Source: an optimization exercise on an open RTL-to-GDS flow (aim: small area and few clock cycles per item). Production flows keep margins and buffers that such runs may drop. The RTL was checked by simulation tests, not by an equivalence proof against the original design. Power figures rest on the tool's default switching activity, not on a simulated workload.

==> flow/design.v (excerpt) <==
module pcs_tx_top #(
  parameter int DEPTH = 4,
  parameter int OUT_CREDITS = 4
) (
  input  logic        CLK,
  input  logic        reset,
  input  logic        in_valid,
  input  logic [63:0] in_data,
  input  logic [7:0]  in_ctrl,
  output logic        in_credit,
  input  logic        out_credit,
  output logic        out_valid,
  output logic [65:0] out_block
);
clock: 6.4 ns
lec_check: 0
cap_margin: 20
core_margin: 2
core_utilization: 65
slew_margin: 20
standard.sh (not shown) runs the stock make flow with config.mk's settings and CLKGATE_MAP_FILE= SYNTH_SCRIPT=/design/flow/synth_recipe.tcl, a recipe that flattens the netlist after the stock synthesis.
==> flow/flow/run.sh <==
#!/bin/bash
# the standard layout, with the smallest buffer on each port.
export BUFFER_PORTS_ARGS="-buffer_cell sky130_fd_sc_hd__buf_1"
bash standard.sh > standard.log 2>&1
Testbench counts at the start, summed over its fixed seeds: cycles 12,032, words 12,000.
Edit:
==> flow/flow/run.sh (replaced) <==
#!/bin/bash
# The standard layout (standard.sh) with three changes to how it is made:
# - synthesis maps with an area-oriented ABC script (flow/abc_area.script,
#   used through ABC_AREA=1 from a copy of the ORFS scripts folder; every
#   other script is ORFS's own, unchanged);
# - each port gets the smallest buffer, sky130_fd_sc_hd__buf_1;
# - the clock tree uses small clusters of clkbuf_4 without dummy loads.
set -euo pipefail
rm -rf scripts_area
cp -r "$FLOW_HOME/scripts" scripts_area
cp flow/abc_area.script scripts_area/abc_area.script
export SCRIPTS_DIR="$PWD/scripts_area"
export BUFFER_PORTS_ARGS="-buffer_cell sky130_fd_sc_hd__buf_1"
export CTS_ARGS="-sink_clustering_enable -repair_clock_nets -dont_use_dummy_load -sink_clustering_size 10 -sink_clustering_max_diameter 30 -buf_list sky130_fd_sc_hd__clkbuf_4"
bash standard.sh > standard.log 2>&1
==> flow/flow/abc_area.script (new file) <==
strash
&get -n
&deepsyn -T 20
&put
dch -f
map -a
topo
stime -c
--- a/flow/config.mk
+++ b/flow/config.mk
@@ -7,0 +8 @@
+export ABC_AREA = 1
After rerunning: Design area went down by a little under a tenth. Setup slack is worse by 0.39 ns. Clock skew went up by 0.046 ns. Count of clock-buffer cells in the layout went up by 2. Via count went down by a few percent. Combinational power went down by roughly a tenth. Sequential share of layout area went up by 4.5 points. Synthesized area went down by a little under a tenth. Sequential cell count is unchanged. Clock power went down by well over a third. Non-clock buffer count went up by 12.
Edit:
==> flow/run.sh (new file) <==
#!/bin/bash
# synth_recipe.tcl (not shown) runs the flow's synth.tcl, then flattens the netlist and writes it again
# the make line also repeats each setting of config.mk as NAME=value (left out here)
make -C /OpenROAD-flow-scripts/flow DESIGN_CONFIG=/design/flow/config.mk WORK_HOME=/design/flow/orfs CLKGATE_MAP_FILE= SYNTH_SCRIPT=/design/flow/synth_recipe.tcl finish
--- a/flow/config.mk
+++ b/flow/config.mk
@@ -8 +7,0 @@
-export ABC_AREA = 1
@@ -11 +10 @@
-export CORE_UTILIZATION = 65
+export CORE_UTILIZATION = 40
removed: flow/flow/run.sh
removed: flow/flow/abc_area.script
removed: flow/standard.sh
Outcome: Combinational power goes up by roughly a tenth. Fmax goes up by a few percent. Synthesized cell count goes down slightly. Final cell count goes up by roughly a tenth. Non-clock buffer count goes up by 4. Core utilization goes down by 23 points. Wire length goes up slightly. Sequential cell count does not change.


pcs_tx_top, a different RTL version from the one above (not shown whole).
Size in the first run: roughly 990 cells after synthesis, about 140 I/O pins, about 12,000 um^2 of cells after synthesis.
clock: 6.4 ns
lec_check: 0
abc_area: 1
cap_margin: 20
core_margin: 2
core_utilization: 65
slew_margin: 20
==> flow/flow/run.sh <==
#!/bin/bash
# The standard layout (standard.sh) with four changes to how it is made:
# - synthesis maps with an area-oriented ABC script (flow/abc_area.script:
#   a deterministic deepsyn pass, then area-oriented &nf mapping), used through
#   ABC_AREA=1 from a copy of the ORFS scripts folder; every other script
#   is ORFS's own, unchanged;
# - synthesis leaves half and full adders to ABC (ADDER_MAP_FILE empty);
# - each port gets the smallest buffer, sky130_fd_sc_hd__buf_1;
# - the clock tree uses small clusters of clkbuf_4 without dummy loads.
# standard.sh's make output goes to standard.log; ORFS keeps each step's
# log under orfs/logs.
set -euo pipefail
rm -rf scripts_area
cp -r "$FLOW_HOME/scripts" scripts_area
cp flow/abc_area.script scripts_area/abc_area.script
export SCRIPTS_DIR="$PWD/scripts_area"
export ADDER_MAP_FILE=
export BUFFER_PORTS_ARGS="-buffer_cell sky130_fd_sc_hd__buf_1"
export CTS_ARGS="-sink_clustering_enable -repair_clock_nets -dont_use_dummy_load -sink_clustering_size 10 -sink_clustering_max_diameter 30 -buf_list sky130_fd_sc_hd__clkbuf_4"
bash standard.sh > standard.log 2>&1
==> flow/flow/abc_area.script <==
strash
&get -n
&deepsyn -I 1 -J 20
&dch -f
&nf -p -R 1000 -F 8 -C 32
&put
topo
stime -c
Testbench counts at the start, summed over its fixed seeds: cycles 12,032, words 12,000.
Change:
--- a/flow/flow/run.sh
+++ b/flow/flow/run.sh
@@ -2,5 +2,5 @@
 # The standard layout (standard.sh) with four changes to how it is made:
 # - synthesis maps with an area-oriented ABC script (flow/abc_area.script:
-#   a deterministic deepsyn pass, then area-oriented &nf mapping), used through
+#   a deterministic deepsyn pass, then area-only mapping), used through
 #   ABC_AREA=1 from a copy of the ORFS scripts folder; every other script
 #   is ORFS's own, unchanged;
==> flow/flow/abc_area.script (replaced) <==
strash
&get -n
&deepsyn -I 1 -J 20
&put
dch -f
map -a
topo
stime -c
Effect:
- global-route usage shrinks by 2.0 points
- total power shrinks by about 2.7%
- combinational power shrinks by about 9%
- maximum frequency grows by about 4%
- routed wire length shrinks by about 5%
- setup slack improves by 220 ps
- sequential power barely changes
- clock-buffer cell count does not change
- synthesized cell count grows by about 20%
- design area grows by about 3%


RTL: one of the versions met above, not the one the previous note started from.
For scale: roughly 1100 cells after synthesis, ~270 flip-flops, roughly 140 I/O pins, roughly 0.012 sq mm of cells after synthesis.
export LEC_CHECK = 0
export ABC_AREA = 1
export CAP_MARGIN = 20
export CORE_MARGIN = 2
export CORE_UTILIZATION = 65
export SLEW_MARGIN = 20
create_clock -name core_clock -period 6.4 [get_ports {CLK}]
==> flow/flow/run.sh <==
#!/bin/bash
# The standard layout (standard.sh) with three changes to how it is made:
# - synthesis maps with an area-oriented ABC script (flow/abc_area.script,
#   used through ABC_AREA=1 from a copy of the ORFS scripts folder; every
#   other script is ORFS's own, unchanged);
# - each port gets the smallest buffer, sky130_fd_sc_hd__buf_1;
# - the clock tree uses small clusters of clkbuf_4 without dummy loads.
set -euo pipefail
rm -rf scripts_area
cp -r "$FLOW_HOME/scripts" scripts_area
cp flow/abc_area.script scripts_area/abc_area.script
export SCRIPTS_DIR="$PWD/scripts_area"
export BUFFER_PORTS_ARGS="-buffer_cell sky130_fd_sc_hd__buf_1"
export CTS_ARGS="-sink_clustering_enable -repair_clock_nets -dont_use_dummy_load -sink_clustering_size 10 -sink_clustering_max_diameter 30 -buf_list sky130_fd_sc_hd__clkbuf_4"
bash standard.sh > standard.log 2>&1
==> flow/flow/abc_area.script <==
strash
&get -n
&deepsyn -T 20
&put
dch -f
map -D 3000
topo
stime -c
The baseline produced a clean layout.
Testbench counts at the start, summed over its fixed seeds: cycles 12,032, words 12,000.
Rerun with:
==> flow/flow/run.sh (replaced) <==
#!/bin/bash
# the standard layout, with the smallest buffer on each port and a clock tree
# of small buffers over small clusters.
export BUFFER_PORTS_ARGS="-buffer_cell sky130_fd_sc_hd__buf_1"
export CTS_ARGS="-sink_clustering_enable -repair_clock_nets -dont_use_dummy_load -sink_clustering_size 10 -sink_clustering_max_diameter 30 -buf_list sky130_fd_sc_hd__clkbuf_4"
bash standard.sh > standard.log 2>&1
--- a/flow/config.mk
+++ b/flow/config.mk
@@ -6,5 +6,4 @@
 export NUM_CORES = 4
 export LEC_CHECK = 0
-export ABC_AREA = 1
 export CAP_MARGIN = 20
 export CORE_MARGIN = 2
removed: flow/flow/abc_area.script
Effect: Non-clock buffer count went down by 16. Critical path depth went down by 11. Synthesized area went up by 8.2%. Power went down by 2.5%.
Rerun with:
==> flow/run.sh (new file) <==
#!/bin/bash
# synth_recipe.tcl (not shown) runs the flow's synth.tcl, then flattens the netlist and writes it again
# the make line also repeats each setting of config.mk as NAME=value (left out here)
make -C /OpenROAD-flow-scripts/flow DESIGN_CONFIG=/design/flow/config.mk WORK_HOME=/design/flow/orfs CLKGATE_MAP_FILE= SYNTH_SCRIPT=/design/flow/synth_recipe.tcl finish
--- a/flow/config.mk
+++ b/flow/config.mk
@@ -9,3 +9,6 @@
 export CORE_MARGIN = 2
 export CORE_UTILIZATION = 65
+export CTS_BUF_LIST = sky130_fd_sc_hd__clkbuf_16
+export CTS_CLUSTER_DIAMETER = 60
+export CTS_CLUSTER_SIZE = 30
 export SLEW_MARGIN = 20
removed: flow/flow/run.sh
removed: flow/standard.sh
Setup slack is worse by 470 ps.
Clock power came out higher by 34%.
Wire length increases by 6.8%.
Cell count goes down by 0.65%.
Die area is unchanged.
Critical path depth stays the same.
Rerun with:
==> flow/flow/run.sh (new file) <==
#!/bin/bash
# The standard layout (standard.sh) with three changes to how it is made:
# - synthesis maps with an area-oriented ABC script (flow/abc_area.script,
#   used through ABC_AREA=1 from a copy of the ORFS scripts folder; every
#   other script is ORFS's own, unchanged);
# - synthesis leaves half and full adders to ABC (ADDER_MAP_FILE empty);
# - each port gets the smallest buffer, sky130_fd_sc_hd__buf_1;
# - the clock tree uses small clusters of clkbuf_4 without dummy loads.
set -euo pipefail
rm -rf scripts_area
cp -r "$FLOW_HOME/scripts" scripts_area
cp flow/abc_area.script scripts_area/abc_area.script
export SCRIPTS_DIR="$PWD/scripts_area"
export ADDER_MAP_FILE=
export BUFFER_PORTS_ARGS="-buffer_cell sky130_fd_sc_hd__buf_1"
export CTS_ARGS="-sink_clustering_enable -repair_clock_nets -dont_use_dummy_load -sink_clustering_size 10 -sink_clustering_max_diameter 30 -buf_list sky130_fd_sc_hd__clkbuf_4"
bash standard.sh > standard.log 2>&1
==> flow/flow/abc_area.script (new file) <==
strash
&get -n
&deepsyn -T 20
&put
dch -f
map -a
topo
stime -c
==> flow/standard.sh (new file) <==
#!/bin/bash
# synth_recipe.tcl (not shown) runs the flow's synth.tcl, then flattens the netlist and writes it again
# the make line also repeats each setting of config.mk as NAME=value (left out here)
make -C /OpenROAD-flow-scripts/flow DESIGN_CONFIG=/design/flow/config.mk WORK_HOME=/design/flow/orfs CLKGATE_MAP_FILE= SYNTH_SCRIPT=/design/flow/synth_recipe.tcl "${@:-finish}"
--- a/flow/config.mk
+++ b/flow/config.mk
@@ -6,9 +6,7 @@
 export NUM_CORES = 4
 export LEC_CHECK = 0
+export ABC_AREA = 1
 export CAP_MARGIN = 20
 export CORE_MARGIN = 2
 export CORE_UTILIZATION = 65
-export CTS_BUF_LIST = sky130_fd_sc_hd__clkbuf_16
-export CTS_CLUSTER_DIAMETER = 60
-export CTS_CLUSTER_SIZE = 30
 export SLEW_MARGIN = 20
removed: flow/run.sh
Effect: Fmax goes down by 9.1%. Global-route usage climbs by 1.1 points. Hold slack is worse by 39 ps. Non-clock buffer count is higher by 15. Clock power went down by 22%. Power goes down by 8.0%. Utilization fell by 1.8 points.

-- static timing again, ports no longer ideal --
The flow's constraints put no driver on any port. The routed layouts listed below were extracted and timed again, unchanged, in two steps. Step 1: set_driving_cell puts a clkbuf_16 on CLK and a buf_2 on each other input, an assumption about the parent block. Step 2 times the ports against the registers' clock, not the clock port: input delays grow and output delays shrink by t, the midpoint of the rising clock arrivals with the driver on. Three values: ideal, step 1, step 2; two values: the first two.
run | t, ns | setup slack, ns | worst setup path at the end
the first run of note 1 | 0.574 | 1.222 / 1.253 / 0.680 | input to register
the second run of note 1 | 0.631 | 0.834 / 0.852 / 0.221 | input to register
the third run of note 1 | 0.564 | 0.979 / 1.007 / 0.443 | input to register
the first run of note 2 | 0.662 | 0.479 / 0.495 / -0.167 | input to register
the second run of note 2 | 0.674 | 0.699 / 0.717 / 0.043 | input to register
the first run of note 3 | 0.664 | 0.536 / 0.559 / -0.105 | input to register
the second run of note 3 | 0.636 | 1.501 / 1.524 / 0.888 | input to register
the third run of note 3 | 0.538 | 1.027 / 1.052 / 0.513 | input to register
the fourth run of note 3 | 0.649 | 0.490 / 0.511 / -0.139 | input to register
Met with ideal ports but missed after step 2: setup timing in the first run of note 2, the first run of note 3 and the fourth run of note 3. The setup slack of the second run of note 2, which loses most, moves by +0.018 ns with the drivers and by -0.656 ns with both steps.
